Source: an optimization exercise on an open RTL-to-GDS flow (aim: a short achievable clock period and few clock cycles). Production flows keep margins and buffers that such runs may drop. In this exercise RTL edits were held to simulation tests only and were not proved equivalent to the original. Power is estimated from default activity; no workload was simulated.

$ cat flow/config.mk
export PLATFORM = sky130hd
export DESIGN_NAME = cache_bank
export DESIGN_NICKNAME = cache_bank
export VERILOG_FILES = /design/flow/design.v
export SDC_FILE = /design/flow/constraint.sdc
export NUM_CORES = 4
export LEC_CHECK = 0
export CAP_MARGIN = 20
export CORE_MARGIN = 2
export CORE_UTILIZATION = 40
export SLEW_MARGIN = 20
$ cat flow/constraint.sdc
create_clock -name core_clock -period 5.2 [get_ports {clk}]
set_input_delay 1.0400 -clock core_clock [delete_from_list [all_inputs] [get_ports {clk}]]
set_output_delay 1.0400 -clock core_clock [all_outputs]
set_load 0.01 [all_outputs]
$ cat flow/design.v
package cache_geom_pkg;
    localparam int WORD_BYTES = 4;
    localparam int WORDS_PER_LINE = 4;
    localparam int LINE_ADDR_WIDTH = 12;
    typedef logic [WORD_BYTES*8-1:0] word_t;
    typedef logic [WORDS_PER_LINE*WORD_BYTES*8-1:0] line_t;
    typedef logic [LINE_ADDR_WIDTH-1:0] line_addr_t;
    typedef logic [$clog2(WORDS_PER_LINE)-1:0] word_sel_t;
    typedef logic [WORD_BYTES-1:0] word_byteen_t;
    typedef logic [WORDS_PER_LINE*WORD_BYTES-1:0] line_byteen_t;
endpackage
package cache_msg_pkg;
    localparam int REQ_TAG_WIDTH = 4;
    localparam int REQ_SEL_WIDTH = 2;
    typedef logic [REQ_TAG_WIDTH-1:0] req_tag_t;
    typedef logic [REQ_SEL_WIDTH-1:0] req_sel_t;
    typedef enum logic [0:0] {
        ctrl_run,
        ctrl_wait_fill
    } ctrl_state_e;
endpackage
module cache_tag_store #(
    parameter int NUM_LINES = 16
) (
    input  logic                       clk,
    input  logic                       rst_n,
    input  cache_geom_pkg::line_addr_t lookup_addr,
    input  logic                       fill_en,
    input  cache_geom_pkg::line_addr_t fill_addr,
    output logic                       hit
);
    localparam int INDEX_WIDTH = $clog2(NUM_LINES);
    typedef logic [INDEX_WIDTH-1:0] set_idx_t;
    logic [NUM_LINES-1:0] valid_q;
    cache_geom_pkg::line_addr_t           tag_q [0:NUM_LINES-1];
    set_idx_t lookup_idx;
    set_idx_t fill_idx;
    assign lookup_idx = lookup_addr[INDEX_WIDTH-1:0];
    assign fill_idx   = fill_addr[INDEX_WIDTH-1:0];
    assign hit = valid_q[lookup_idx] && (tag_q[lookup_idx] == lookup_addr);
    always_ff @(posedge clk or negedge rst_n) begin
        if (!rst_n) begin
            valid_q <= '0;
        end else if (fill_en) begin
            valid_q[fill_idx] <= 1'b1;
        end
    end
    always_ff @(posedge clk) begin
        if (fill_en) begin
            tag_q[fill_idx] <= fill_addr;
        end
    end
endmodule
module cache_data_store #(
    parameter int NUM_LINES = 16
) (
    input  logic                         clk,
    input  logic                         rst_n,
    input  cache_geom_pkg::line_addr_t   lookup_addr,
    input  logic                         write_en,
    input  cache_geom_pkg::word_sel_t    write_wsel,
    input  cache_geom_pkg::word_byteen_t write_byteen,
    input  cache_geom_pkg::word_t        write_word,
    input  logic                         fill_en,
    input  cache_geom_pkg::line_addr_t   fill_addr,
    input  cache_geom_pkg::line_t        fill_line,
    output cache_geom_pkg::line_t        read_line
);
    localparam int INDEX_WIDTH = $clog2(NUM_LINES);
    localparam int WORD_WIDTH  = cache_geom_pkg::WORD_BYTES * 8;
    typedef logic [INDEX_WIDTH-1:0] set_idx_t;
    cache_geom_pkg::line_t line_q [0:NUM_LINES-1];
    set_idx_t lookup_idx;
    set_idx_t fill_idx;
    assign lookup_idx = lookup_addr[INDEX_WIDTH-1:0];
    assign fill_idx   = fill_addr[INDEX_WIDTH-1:0];
    assign read_line = line_q[lookup_idx];
    always_ff @(posedge clk) begin
        if (fill_en) begin
            line_q[fill_idx] <= fill_line;
        end else if (write_en) begin
            for (int w = 0; w < cache_geom_pkg::WORDS_PER_LINE; w++) begin
                for (int b = 0; b < cache_geom_pkg::WORD_BYTES; b++) begin
                    if (write_wsel == w && write_byteen[b]) begin
                        line_q[lookup_idx][w*WORD_WIDTH + b*8 +: 8] <= write_word[b*8 +: 8];
                    end
                end
            end
        end
    end
endmodule
module cache_bank_ctrl #(
    parameter int NUM_LINES = 16
) (
    input  logic                        clk,
    input  logic                        rst_n,
    input  logic                        core_req_valid,
    output logic                        core_req_ready,
    input  logic                        core_req_rw,
    input  cache_geom_pkg::line_addr_t  core_req_addr,
    input  cache_geom_pkg::word_sel_t   core_req_wsel,
    input  cache_geom_pkg::word_byteen_t core_req_byteen,
    input  cache_geom_pkg::word_t       core_req_data,
    input  cache_msg_pkg::req_tag_t     core_req_tag,
    input  cache_msg_pkg::req_sel_t     core_req_idx,
    output logic                        core_rsp_valid,
    input  logic                        core_rsp_ready,
    output cache_geom_pkg::word_t       core_rsp_data,
    output cache_msg_pkg::req_tag_t     core_rsp_tag,
    output cache_msg_pkg::req_sel_t     core_rsp_idx,
    output logic                        mem_req_valid,
    input  logic                        mem_req_ready,
    output logic                        mem_req_rw,
    output cache_geom_pkg::line_addr_t  mem_req_addr,
    output cache_geom_pkg::line_byteen_t mem_req_byteen,
    output cache_geom_pkg::line_t       mem_req_data,
    input  logic                        mem_rsp_valid,
    output logic                        mem_rsp_ready,
    input  cache_geom_pkg::line_t       mem_rsp_data,
    output cache_geom_pkg::line_addr_t  acc_lookup_addr,
    output logic                        acc_write_en,
    output cache_geom_pkg::word_sel_t   acc_write_wsel,
    output cache_geom_pkg::word_byteen_t acc_write_byteen,
    output cache_geom_pkg::word_t       acc_write_word,
    output logic                        acc_fill_en,
    output cache_geom_pkg::line_addr_t  acc_fill_addr,
    output cache_geom_pkg::line_t       acc_fill_line,
    input  logic                        acc_hit,
    input  cache_geom_pkg::line_t       acc_read_line
);
    localparam int WORD_WIDTH  = cache_geom_pkg::WORD_BYTES * 8;
    localparam int LINE_WIDTH  = cache_geom_pkg::WORDS_PER_LINE * WORD_WIDTH;
    localparam int LINE_BYTES  = cache_geom_pkg::WORDS_PER_LINE * cache_geom_pkg::WORD_BYTES;
    localparam int WSEL_WIDTH  = $clog2(cache_geom_pkg::WORDS_PER_LINE);
    function automatic logic [WORD_WIDTH-1:0] pick_word(input logic [LINE_WIDTH-1:0] line_in,
                                                        input logic [WSEL_WIDTH-1:0] sel);
        pick_word = line_in[sel*WORD_WIDTH +: WORD_WIDTH];
    endfunction
    function automatic logic [LINE_BYTES-1:0] place_byteen(
        input logic [cache_geom_pkg::WORD_BYTES-1:0] be, input logic [WSEL_WIDTH-1:0] sel);
        logic [LINE_BYTES-1:0] res;
        res = '0;
        res[sel*cache_geom_pkg::WORD_BYTES +: cache_geom_pkg::WORD_BYTES] = be;
        place_byteen = res;
    endfunction
    cache_msg_pkg::ctrl_state_e state_q;
    logic         stg_valid_q;
    logic         stg_rw_q;
    cache_geom_pkg::line_addr_t   stg_addr_q;
    cache_geom_pkg::word_sel_t    stg_wsel_q;
    cache_geom_pkg::word_byteen_t stg_byteen_q;
    cache_geom_pkg::word_t        stg_data_q;
    cache_msg_pkg::req_tag_t     stg_tag_q;
    cache_msg_pkg::req_sel_t     stg_idx_q;
    cache_geom_pkg::line_addr_t   pend_addr_q;
    cache_geom_pkg::word_sel_t    pend_wsel_q;
    cache_msg_pkg::req_tag_t     pend_tag_q;
    cache_msg_pkg::req_sel_t     pend_idx_q;
    logic rsp_free, mreq_free;
    logic read_hit, stg_done, stg_load, miss_issue, fill_fire;
    assign rsp_free  = !core_rsp_valid || core_rsp_ready;
    assign mreq_free = !mem_req_valid || mem_req_ready;
    assign read_hit  = !stg_rw_q && acc_hit;
    assign stg_done = stg_valid_q && (state_q == cache_msg_pkg::ctrl_run) && (read_hit ? rsp_free : mreq_free);
    assign miss_issue = stg_done && !stg_rw_q && !acc_hit;
    assign core_req_ready = (state_q == cache_msg_pkg::ctrl_run) && (!stg_valid_q || stg_done);
    assign stg_load       = core_req_valid && core_req_ready;
    assign mem_rsp_ready = (state_q == cache_msg_pkg::ctrl_wait_fill) && rsp_free;
    assign fill_fire     = mem_rsp_valid && mem_rsp_ready;
    assign acc_lookup_addr  = stg_addr_q;
    assign acc_write_en     = stg_done && stg_rw_q && acc_hit;
    assign acc_write_wsel   = stg_wsel_q;
    assign acc_write_byteen = stg_byteen_q;
    assign acc_write_word   = stg_data_q;
    assign acc_fill_en      = fill_fire;
    assign acc_fill_addr    = pend_addr_q;
    assign acc_fill_line    = mem_rsp_data;
    always_ff @(posedge clk or negedge rst_n) begin
        if (!rst_n) begin
            state_q        <= cache_msg_pkg::ctrl_run;
            stg_valid_q    <= 1'b0;
            core_rsp_valid <= 1'b0;
            mem_req_valid  <= 1'b0;
        end else begin
            if (miss_issue) begin
                state_q <= cache_msg_pkg::ctrl_wait_fill;
            end else if (fill_fire) begin
                state_q <= cache_msg_pkg::ctrl_run;
            end
            if (stg_load) begin
                stg_valid_q <= 1'b1;
            end else if (stg_done) begin
                stg_valid_q <= 1'b0;
            end
            if ((stg_done && read_hit) || fill_fire) begin
                core_rsp_valid <= 1'b1;
            end else if (core_rsp_ready) begin
                core_rsp_valid <= 1'b0;
            end
            if (stg_done && !read_hit) begin
                mem_req_valid <= 1'b1;
            end else if (mem_req_ready) begin
                mem_req_valid <= 1'b0;
            end
        end
    end
    always_ff @(posedge clk) begin
        if (stg_load) begin
            stg_rw_q     <= core_req_rw;
            stg_addr_q   <= core_req_addr;
            stg_wsel_q   <= core_req_wsel;
            stg_byteen_q <= core_req_byteen;
            stg_data_q   <= core_req_data;
            stg_tag_q    <= core_req_tag;
            stg_idx_q    <= core_req_idx;
        end
        if (miss_issue) begin
            pend_addr_q <= stg_addr_q;
            pend_wsel_q <= stg_wsel_q;
            pend_tag_q  <= stg_tag_q;
            pend_idx_q  <= stg_idx_q;
        end
        if (fill_fire) begin
            core_rsp_data <= pick_word(mem_rsp_data, pend_wsel_q);
            core_rsp_tag  <= pend_tag_q;
            core_rsp_idx  <= pend_idx_q;
        end else if (stg_done && read_hit) begin
            core_rsp_data <= pick_word(acc_read_line, stg_wsel_q);
            core_rsp_tag  <= stg_tag_q;
            core_rsp_idx  <= stg_idx_q;
        end
        if (stg_done && !read_hit) begin
            mem_req_rw     <= stg_rw_q;
            mem_req_addr   <= stg_addr_q;
            mem_req_byteen <= stg_rw_q ? place_byteen(stg_byteen_q, stg_wsel_q) : '1;
            mem_req_data   <= {cache_geom_pkg::WORDS_PER_LINE{stg_data_q}};
        end
    end
endmodule
module cache_bank #(
    parameter int NUM_LINES = 16
) (
    input  logic                         clk,
    input  logic                         rst_n,
    input  logic                         core_req_valid,
    output logic                         core_req_ready,
    input  logic                         core_req_rw,
    input  cache_geom_pkg::line_addr_t   core_req_addr,
    input  cache_geom_pkg::word_sel_t    core_req_wsel,
    input  cache_geom_pkg::word_byteen_t core_req_byteen,
    input  cache_geom_pkg::word_t        core_req_data,
    input  cache_msg_pkg::req_tag_t      core_req_tag,
    input  cache_msg_pkg::req_sel_t      core_req_idx,
    output logic                         core_rsp_valid,
    input  logic                         core_rsp_ready,
    output cache_geom_pkg::word_t        core_rsp_data,
    output cache_msg_pkg::req_tag_t      core_rsp_tag,
    output cache_msg_pkg::req_sel_t      core_rsp_idx,
    output logic                         mem_req_valid,
    input  logic                         mem_req_ready,
    output logic                         mem_req_rw,
    output cache_geom_pkg::line_addr_t   mem_req_addr,
    output cache_geom_pkg::line_byteen_t mem_req_byteen,
    output cache_geom_pkg::line_t        mem_req_data,
    input  logic                         mem_rsp_valid,
    output logic                         mem_rsp_ready,
    input  cache_geom_pkg::line_t        mem_rsp_data
);
    cache_geom_pkg::line_addr_t   acc_lookup_addr;
    logic                         acc_write_en;
    cache_geom_pkg::word_sel_t    acc_write_wsel;
    cache_geom_pkg::word_byteen_t acc_write_byteen;
    cache_geom_pkg::word_t        acc_write_word;
    logic                         acc_fill_en;
    cache_geom_pkg::line_addr_t   acc_fill_addr;
    cache_geom_pkg::line_t        acc_fill_line;
    logic                         acc_hit;
    cache_geom_pkg::line_t        acc_read_line;
    cache_bank_ctrl #(
        .NUM_LINES (NUM_LINES)
    ) ctrl_i (
        .clk             (clk),
        .rst_n           (rst_n),
        .core_req_valid  (core_req_valid),
        .core_req_ready  (core_req_ready),
        .core_req_rw     (core_req_rw),
        .core_req_addr   (core_req_addr),
        .core_req_wsel   (core_req_wsel),
        .core_req_byteen (core_req_byteen),
        .core_req_data   (core_req_data),
        .core_req_tag    (core_req_tag),
        .core_req_idx    (core_req_idx),
        .core_rsp_valid  (core_rsp_valid),
        .core_rsp_ready  (core_rsp_ready),
        .core_rsp_data   (core_rsp_data),
        .core_rsp_tag    (core_rsp_tag),
        .core_rsp_idx    (core_rsp_idx),
        .mem_req_valid   (mem_req_valid),
        .mem_req_ready   (mem_req_ready),
        .mem_req_rw      (mem_req_rw),
        .mem_req_addr    (mem_req_addr),
        .mem_req_byteen  (mem_req_byteen),
        .mem_req_data    (mem_req_data),
        .mem_rsp_valid   (mem_rsp_valid),
        .mem_rsp_ready   (mem_rsp_ready),
        .mem_rsp_data    (mem_rsp_data),
        .acc_lookup_addr  (acc_lookup_addr),
        .acc_write_en     (acc_write_en),
        .acc_write_wsel   (acc_write_wsel),
        .acc_write_byteen (acc_write_byteen),
        .acc_write_word   (acc_write_word),
        .acc_fill_en      (acc_fill_en),
        .acc_fill_addr    (acc_fill_addr),
        .acc_fill_line    (acc_fill_line),
        .acc_hit          (acc_hit),
        .acc_read_line    (acc_read_line)
    );
    cache_tag_store #(
        .NUM_LINES (NUM_LINES)
    ) tag_store_i (
        .clk   (clk),
        .rst_n       (rst_n),
        .lookup_addr (acc_lookup_addr),
        .fill_en     (acc_fill_en),
        .fill_addr   (acc_fill_addr),
        .hit         (acc_hit)
    );
    cache_data_store #(
        .NUM_LINES (NUM_LINES)
    ) data_store_i (
        .clk   (clk),
        .rst_n        (rst_n),
        .lookup_addr  (acc_lookup_addr),
        .write_en     (acc_write_en),
        .write_wsel   (acc_write_wsel),
        .write_byteen (acc_write_byteen),
        .write_word   (acc_write_word),
        .fill_en      (acc_fill_en),
        .fill_addr    (acc_fill_addr),
        .fill_line    (acc_fill_line),
        .read_line    (acc_read_line)
    );
endmodule
$ cat flow/run.sh
#!/bin/bash
# synth_recipe.tcl (not shown) runs the flow's synth.tcl, then flattens the netlist and writes it again
# the make line also repeats each setting of config.mk as NAME=value (left out here)
make -C /OpenROAD-flow-scripts/flow DESIGN_CONFIG=/design/flow/config.mk WORK_HOME=/design/flow/orfs CLKGATE_MAP_FILE= SYNTH_SCRIPT=/design/flow/synth_recipe.tcl finish
==> impl_results.md <==
* EDFF count, synth at 2416
* Run status: complete, no violations
* Drt wl/cell at 30.1 um
* Routed via count at 47600
* First-iteration detailed-routing DRC count at 5259
* Dominant synthesized flop cell: edfxtp_1
* CTS tree: yes
* Post-route clock period utilization at 0.980
* DRT Wirelength at 256 mm
* Pwr Density at 463 nW/um^2
* Worst min-delay path category: primary input to asynchronous set/reset pin
* Fmax at 196 MHz
* Vias in the first global route at 48000
* Count of state elements after synthesis at 2440
* Top Layer Used: met4
* Non-filler instance count after layout at 8501
* Clock skew at 0.0609 ns
* Vias per inst at 5.60
* Worst-skew pair later-pin latency at 0.94 ns
* Total Die Area at 246000 sq um
* Worst-path clk slew at 0.06 ns
* Row count at 180
* Post-Synthesis Cells at 4440
* Final worst slack at 0.104 ns
* Worst Path Max Fanout at 19
* Max_cap viols at 0
* Ys async rst share at 0.00820
* Most frequent cells after synthesis: edfxtp_1 (2416), mux4_2 (741), nor2_1 (257)
* Area share of the largest cell type after synthesis at 0.748
* Synth Area per Inst at 21.8 sq um
* TritonCTS Sinks at 2440
* FILL cells at 19600
* Clock Root Buffer: clkbuf_16
* Setup_tns at 0 ns
* Reg-to-reg slack, setup at 0.51 ns
* Pin count of the biggest net entering global routing at 146
* Pins Over Slew Limit at 0
* Required @ worst endpoint at 4.16 ns
* Routed Antenna Nets at 0
* RePlAce Congestion at 0.794
* Worst-margin pin slew at 1.16 ns
* Footprint of the multi-input gates at 21700 sq um
* Max_slew headroom at 0.221
* Unique cell type count in the Yosys netlist at 51
* R2R cell count at 9
* Layout cell share with drive strength beyond 1 at 0.309
* Setup Viol. Count Final at 0
* WL met3 at 16.5 mm
* Synthesis warning total at 3
* Area growth from synthesis to layout at 18.3%
* Startpoint types: flip-flop
* CP Capture Type: primary output
* Total congestion overflow at 0
* Hold Fails Final Rpt at 0
* Num ports at 390
* Final net count at 5318
* Longest Clk Path Bufs at 4
* Reg area at 73100 sq um
* H-tree levels at 5
* Post-route DRC at 0
* Area contributors post-synth: edfxtp_1 (75%), mux4_2 (17%), nor2_1 (0.99%), buf_4 (0.92%), o21ai_0 (0.72%)
* Leak at 36.5 nW
* Tmin final at 5.10 ns
* Port Buf Inserts at 389
* Setup Crit Path Kind: flip-flop to primary output
* GRT Util Overall at 0.206
* Placed Cells at 8010
* Final HPWL DP at 165 mm
* Cell taking the most area after synthesis: edfxtp_1
* Top-count cell post-synth: edfxtp_1
* Hold Buf Count CTS at 0
* Sequential share of the synthesized area at 0.754
* Global-route wire length before repair at 359 mm
* Core Footprint at 241000 sq um
* Die height at 496 um
* DRT Pass-1 Iters at 5
* Cell area after synthesis at 97000 sq um
* Worst vdd ir at 0.275 mV
* RR Endpoint: ctrl_i.core_rsp_data[14]
* Chip width at 496 um
* Worst path arrival time at 4.06 ns
* Initial antenna violation count at 10
* Wl on met1 at 102 mm
* Num CTS Buffers at 276
* Initial core utilization at 0.403
* Tot Pwr at 0.0531 W
* Pre-CTS WS at 0.301 ns
* Synthesized Nets at 4640
* Routed met2 length at 130 mm
-- critical path, cell delays in order (launching register included) --
cell           delay (ns)
dfxtp_4              0.42
clkbuf_4             0.21
buf_4                0.15
clkbuf_16            0.21
mux2i_2              0.29
a221oi_2             0.10
o2bb2ai_1            0.18
xor2_1               0.21
nor4_2               0.40
and2_1               0.24
buf_12               0.20
nand2_1              0.09
nor3b_2              0.16
dlygate4sd2_1        0.28
-- worst max-delay path by stage --
stage	startpoint	to	slack (ns)	cells past startpoint
after CTS	flip-flop	core_req_ready	0.04	11
after global placement	flip-flop	core_req_ready	0.28	10
after global routing	flip-flop	core_req_ready	-0.06	13
after floorplan	ctrl_i.stg_addr_q[0]	ctrl_i.mem_req_addr[0]	0.19	7
final	flip-flop	core_req_ready	0.10	13
after detailed placement	flip-flop	core_req_ready	0.30	10
-- sequential cells by signal, summed over array words and instances (netlist names), 2 cells and up, named ones only --
signal,flops
ctrl_i.stg_data_q,32
data_store_i.line_q,2048
ctrl_i.stg_addr_q,12
ctrl_i.core_rsp_data,32
tag_store_i.tag_q,192
ctrl_i.mem_req_byteen,16
ctrl_i.mem_req_data,32
ctrl_i.pend_tag_q,4
ctrl_i.mem_req_addr,12
ctrl_i.stg_idx_q,2
ctrl_i.pend_idx_q,2
ctrl_i.pend_addr_q,12
ctrl_i.stg_wsel_q,2
ctrl_i.pend_wsel_q,2
ctrl_i.core_rsp_idx,2
ctrl_i.stg_byteen_q,4
ctrl_i.stg_tag_q,4
ctrl_i.core_rsp_tag,4
tag_store_i.valid_q,16
-- routing by layer --
metal,global-route usage,up-vias
li1,-,19600
met3,0.0361,350
met1,0.277,25800
met2,0.347,1800
met5,0,-
met4,0.0588,0
-- final cells by class --
cell class / count / area share
Tap cell: 3185 / 0.0348
Inverter: 139 / 0.00465
Antenna cell: 5 / 0.000109
Multi-Input combinational cell: 1518 / 0.189
Clock inverter: 124 / 0.00902
Clock buffer: 347 / 0.0637
Timing Repair Buffer: 743 / 0.0608
Sequential cell: 2440 / 0.638
-- where the power goes --
part | switching, W | total, W | internal [W]
Combinational | 0.00599 | 0.0115 | 0.00547
Clock | 0.00763 | 0.0183 | 0.0107
Sequential | 0.000541 | 0.0233 | 0.0228
-- per-stage QoR --
step / utilization / hold WS, ns / cell area [sq um]
2_1_floorplan: - / 0.422 / 97000
3_3_place_gp: 0.440 / 0.431 / 106000
3_5_place_dp: 0.441 / 0.441 / 106000
4_1_cts: 0.476 / 0.454 / 115000
5_1_grt: 0.476 / 0.0818 / 115000
6_report: 0.476 / 0.100 / 115000
-- placed cells by master (no fill, tap or decap), types with 43 or more instances in the layout --
cell and instances:
clkdlybuf4s50_1 387, mux4_2 741, clkinv_1 43, nor2_2 71
edfxtp_1 2416, nand2_1 69, o21ai_0 71, buf_4 317
clkbuf_1 65, nor2_1 244, inv_1 136, clkbuf_16 283
o21ai_1 69, mux2_2 52
-- cell families (layout without fill, tap and decap cells) --
group	Yosys count	count (layout)	share of synthesized area
and+or+nand+nor	439	439	0.0201
muxes	846	846	0.184
adders and majority gates	9	9	0.00116
other	0	5	0
buffers and inverters	482	1353	0.0257
DFF	2440	2440	0.754
xor gates and xnor gates	19	19	0.00172
AOI/OAI and AO/OA	205	205	0.0131
-- repair_timing --
item,CTS,global route
cloned,0,1
setup buffers,10,4
pin swaps,0,2
gates resized for setup,7,12
setup endpoints to repair,1,1
Testbench counts, summed over its fixed seeds: cycles 62,619.

port drivers added, routing unchanged:
No port has a modelled driver above. Below, the same layout with a new extraction and two added sets of constraints.
Step 1, drivers: a clkbuf_16 drives clk and a buf_2 each remaining input, both assumed.
Step 2 moves the port delays by t, midway between the first and last clock arrival at a register: inputs arrive t later, outputs are due t later. That takes back most of the time a late clock gives input paths.
Three values: ideal ports, drivers, drivers and shift; two values: the first two.
t, ns: 1.003
slack for setup (ns): 0.104 / 0.010 / 0.476
latest minus earliest clock arrival (ns): 0.062 / 0.063
After both steps setup and hold are still met in this run. The setup slack of this run moves by -0.094 ns with the drivers and by +0.372 ns with both steps.
